This design comes from an exercise in tuning for small area, a short achievable clock period and few clock cycles per item on the open sky130 flow, not from production work. The RTL was checked by simulation tests, not by an equivalence proof against the original design. Power and IR drop assume default switching activity.

## v6
// fc_top
module fc_top (
   input  logic        clk,
   input  logic        rst_n,
   input  logic        beat_valid,
   input  logic [35:0] beat_lane,
   output logic        in_ready,
   input  logic        wb_cyc,
   input  logic        wb_stb,
   input  logic        wb_we,
   input  logic [8:0]  wb_adr,
   input  logic [7:0]  wb_dat_w,
   output logic        wb_ack,
   output logic [7:0]  wb_dat_r,
   output logic        res_valid,
   output logic [3:0]  res_index,
   output logic [11:0] res_value
);
Size: roughly 14000 cells after synthesis, about 4800 flip-flops, about 86 I/O pins.
==> module fc_param_store, before the edit <==
module fc_param_store (
   input  logic         clk,
   input  logic         rst_n,
   input  logic         wb_cyc,
   input  logic         wb_stb,
   input  logic         wb_we,
   input  logic [8:0]   wb_adr,
   input  logic [7:0]   wb_dat_w,
   output logic         wb_ack,
   output logic [7:0]   wb_dat_r,
   input  logic [3:0]   phase,
   output logic [239:0] beat_weights,
   output logic [79:0]  biases
);
   localparam int rings = 30;
   localparam logic [1:0] st_idle = 2'd0;
   localparam logic [1:0] st_wait = 2'd1;
   localparam logic [1:0] st_ack  = 2'd2;
   logic [127:0] ring [rings];
   logic [7:0]   bias_mem [10];
   logic [1:0]   st;
   logic [8:0]   adr_q;
   logic [7:0]   dat_q;
   logic [7:0]   rd_q;
   logic [7:0]   rd_out_q;
   logic [4:0]   rd_row;
   logic [3:0]   rd_col;
   logic         hit;
   logic         ack_q;
   logic [4:0]   row;
   logic [3:0]   col;
   logic [7:0]   rd_dat;
   logic         wait_next;
   logic [29:0]  ring_we_q;
   logic [9:0]   bias_we_q;
   assign row = adr_q[8:4];
   assign col = adr_q[3:0];
   assign hit = (st == st_wait) && (phase == col || row >= 5'd30);
   always_ff @(posedge clk) begin
      if (!rst_n) begin
         st    <= st_idle;
         ack_q <= 1'b0;
      end else begin
         ack_q <= hit;
         case (st)
            st_idle: if (wb_cyc && wb_stb) st <= st_wait;
            st_wait: if (hit) st <= st_ack;
            default: st <= st_idle;
         endcase
      end
   end
   always_ff @(posedge clk) begin
      adr_q <= wb_adr;
      dat_q <= wb_dat_w;
   end
   assign wait_next = rst_n && ((st == st_idle && wb_cyc && wb_stb) ||
                                (st == st_wait && !hit));
   always_ff @(posedge clk) begin
      for (int r = 0; r < rings; r++) begin
         ring_we_q[r] <= wait_next && wb_we && wb_adr[8:4] == 5'(r) &&
                         wb_adr[3:0] == phase + 4'd1;
      end
      for (int c = 0; c < 10; c++) begin
         bias_we_q[c] <= wait_next && wb_we && wb_adr[8:4] == 5'd30 &&
                         wb_adr[3:0] == 4'(c);
      end
   end
   for (genvar r = 0; r < rings; r++) begin : g_ring
      always_ff @(posedge clk) begin
         if (ring_we_q[r]) begin
            ring[r] <= {dat_q, ring[r][127:8]};
         end else begin
            ring[r] <= {ring[r][7:0], ring[r][127:8]};
         end
      end
      assign beat_weights[8*r +: 8] = ring[r][127:120];
   end
   for (genvar c = 0; c < 10; c++) begin : g_bias
      always_ff @(posedge clk) begin
         if (bias_we_q[c]) begin
            bias_mem[c] <= dat_q;
         end
      end
      assign biases[8*c +: 8] = bias_mem[c];
   end
   assign rd_row = wb_adr[8:4];
   assign rd_col = wb_adr[3:0];
   always_comb begin
      rd_dat = '0;
      if (rd_row < 5'd30) begin
         rd_dat = ring[rd_row][15:8];
      end else if (rd_row == 5'd30) begin
         for (int c = 0; c < 10; c++) begin
            if (rd_col == 4'(c)) begin
               rd_dat = bias_mem[c];
            end
         end
      end
   end
   always_ff @(posedge clk) begin
      rd_q     <= rd_dat;
      rd_out_q <= rd_q;
   end
   assign wb_ack   = ack_q;
   assign wb_dat_r = rd_out_q;
endmodule
Settings: LEC_CHECK=0, ABC_CLOCK_PERIOD_IN_PS=3000, CAP_MARGIN=20, CORE_MARGIN=2, CORE_UTILIZATION=68, CTS_CLUSTER_DIAMETER=100, CTS_CLUSTER_SIZE=24, PLACE_DENSITY=0.76, SLEW_MARGIN=20, SYNTH_HIERARCHICAL=1, SYNTH_MINIMUM_KEEP_SIZE=0; clock period 18.0 ns.
standard.sh (not shown) runs the stock make flow with config.mk's settings and CLKGATE_MAP_FILE= SYNTH_SCRIPT=/design/flow/synth_recipe.tcl, a recipe that flattens the netlist after the stock synthesis.
==> flow/flow/run.sh <==
#!/bin/bash
# Layout flow: the standard ORFS flow (standard.sh, which also runs the
# standard synthesis), with two changes to how the layout is made:
#  - the ports are buffered with buf_4 cells rather than the delay buffer
#    that buffer_ports picks by default (every port still gets a buffer);
#  - repair_timing is asked to keep a setup margin, so that it sizes and
#    buffers the paths it would otherwise leave alone at the 18 ns clock.
# The clock, its period and the SDC are the standard flow's, unchanged.
set -euo pipefail
bash standard.sh \
   "SETUP_SLACK_MARGIN=${FC_SETUP_MARGIN:-13.3}" \
   "BUFFER_PORTS_ARGS=-buffer_cell sky130_fd_sc_hd__buf_4" \
   finish > flow_standard.log 2>&1
Testbench counts of v6, summed over its fixed seeds: cycles 6,403, frames 384.
### v6 -> v7
--- a/flow/design.v
+++ b/flow/design.v
@@ -22,9 +22,7 @@
    logic [1:0]   st;
    logic [8:0]   adr_q;
+   logic         we_q;
    logic [7:0]   dat_q;
    logic [7:0]   rd_q;
-   logic [7:0]   rd_out_q;
-   logic [4:0]   rd_row;
-   logic [3:0]   rd_col;
    logic         hit;
    logic         ack_q;
@@ -32,7 +30,4 @@
    logic [3:0]   col;
    logic [7:0]   rd_dat;
-   logic         wait_next;
-   logic [29:0]  ring_we_q;
-   logic [9:0]   bias_we_q;
    assign row = adr_q[8:4];
    assign col = adr_q[3:0];
@@ -53,21 +48,10 @@
    always_ff @(posedge clk) begin
       adr_q <= wb_adr;
+      we_q  <= wb_we;
       dat_q <= wb_dat_w;
    end
-   assign wait_next = rst_n && ((st == st_idle && wb_cyc && wb_stb) ||
-                                (st == st_wait && !hit));
-   always_ff @(posedge clk) begin
-      for (int r = 0; r < rings; r++) begin
-         ring_we_q[r] <= wait_next && wb_we && wb_adr[8:4] == 5'(r) &&
-                         wb_adr[3:0] == phase + 4'd1;
-      end
-      for (int c = 0; c < 10; c++) begin
-         bias_we_q[c] <= wait_next && wb_we && wb_adr[8:4] == 5'd30 &&
-                         wb_adr[3:0] == 4'(c);
-      end
-   end
    for (genvar r = 0; r < rings; r++) begin : g_ring
       always_ff @(posedge clk) begin
-         if (ring_we_q[r]) begin
+         if (hit && we_q && row == 5'(r)) begin
             ring[r] <= {dat_q, ring[r][127:8]};
          end else begin
@@ -79,5 +63,5 @@
    for (genvar c = 0; c < 10; c++) begin : g_bias
       always_ff @(posedge clk) begin
-         if (bias_we_q[c]) begin
+         if (hit && we_q && row == 5'd30 && col == 4'(c)) begin
             bias_mem[c] <= dat_q;
          end
@@ -85,13 +69,11 @@
       assign biases[8*c +: 8] = bias_mem[c];
    end
-   assign rd_row = wb_adr[8:4];
-   assign rd_col = wb_adr[3:0];
    always_comb begin
       rd_dat = '0;
-      if (rd_row < 5'd30) begin
-         rd_dat = ring[rd_row][15:8];
-      end else if (rd_row == 5'd30) begin
+      if (row < 5'd30) begin
+         rd_dat = ring[row][7:0];
+      end else if (row == 5'd30) begin
          for (int c = 0; c < 10; c++) begin
-            if (rd_col == 4'(c)) begin
+            if (col == 4'(c)) begin
                rd_dat = bias_mem[c];
             end
@@ -100,9 +82,8 @@
    end
    always_ff @(posedge clk) begin
-      rd_q     <= rd_dat;
-      rd_out_q <= rd_q;
+      rd_q <= rd_dat;
    end
    assign wb_ack   = ack_q;
-   assign wb_dat_r = rd_out_q;
+   assign wb_dat_r = rd_q;
 endmodule
 `timescale 1ns/1ps
--- outcome ---
v6 consumes more power than v7. STATUS clock period minus final worst setup slack: v7 wins against v6. v7 — wire length of the first global-routing pass 1.4% lower, v6 as reference. Between v6 and v7, the flow reports wire length on met3 increasing by a few percent. The run showing the greater hold slack is v6. After synthesis and placement, the instance count of v7 is below that of v6. Relative to v6, the area after synthesis measured on v7 has decreased slightly. Status: width of the die parity (v7, v6).
Testbench counts of v7, summed over its fixed seeds: cycles 6,403, frames 384.

static timing again, ports no longer ideal:
Ports are ideal in the flow. The routed layouts listed here were re-timed in OpenROAD. Step 1, drivers: a clkbuf_16 drives clk and a buf_2 each remaining input, both assumed. Step 2 times the ports against the registers' clock, not the clock port: input delays grow and output delays shrink by t, the midpoint of the rising clock arrivals with the driver on. Slacks: ideal / step 1 / step 2; pairs: ideal / step 1.
run | t, ns | setup WS [ns] | worst setup path at the end | slew at the worst register clock pin (ns) | worst data-port slew with drivers (ns)
v6 | 1.044 | 12.953 / 12.858 / 12.036 | input to register | 0.10 / 0.10 | 0.26
v7 | 1.027 | 12.962 / 12.858 / 13.128 | input to register | 0.10 / 0.10 | 0.23
After both steps setup and hold are still met in every run listed. For v6, which loses most, drivers alone change the setup slack by -0.095 ns; drivers and shift together by -0.917 ns.
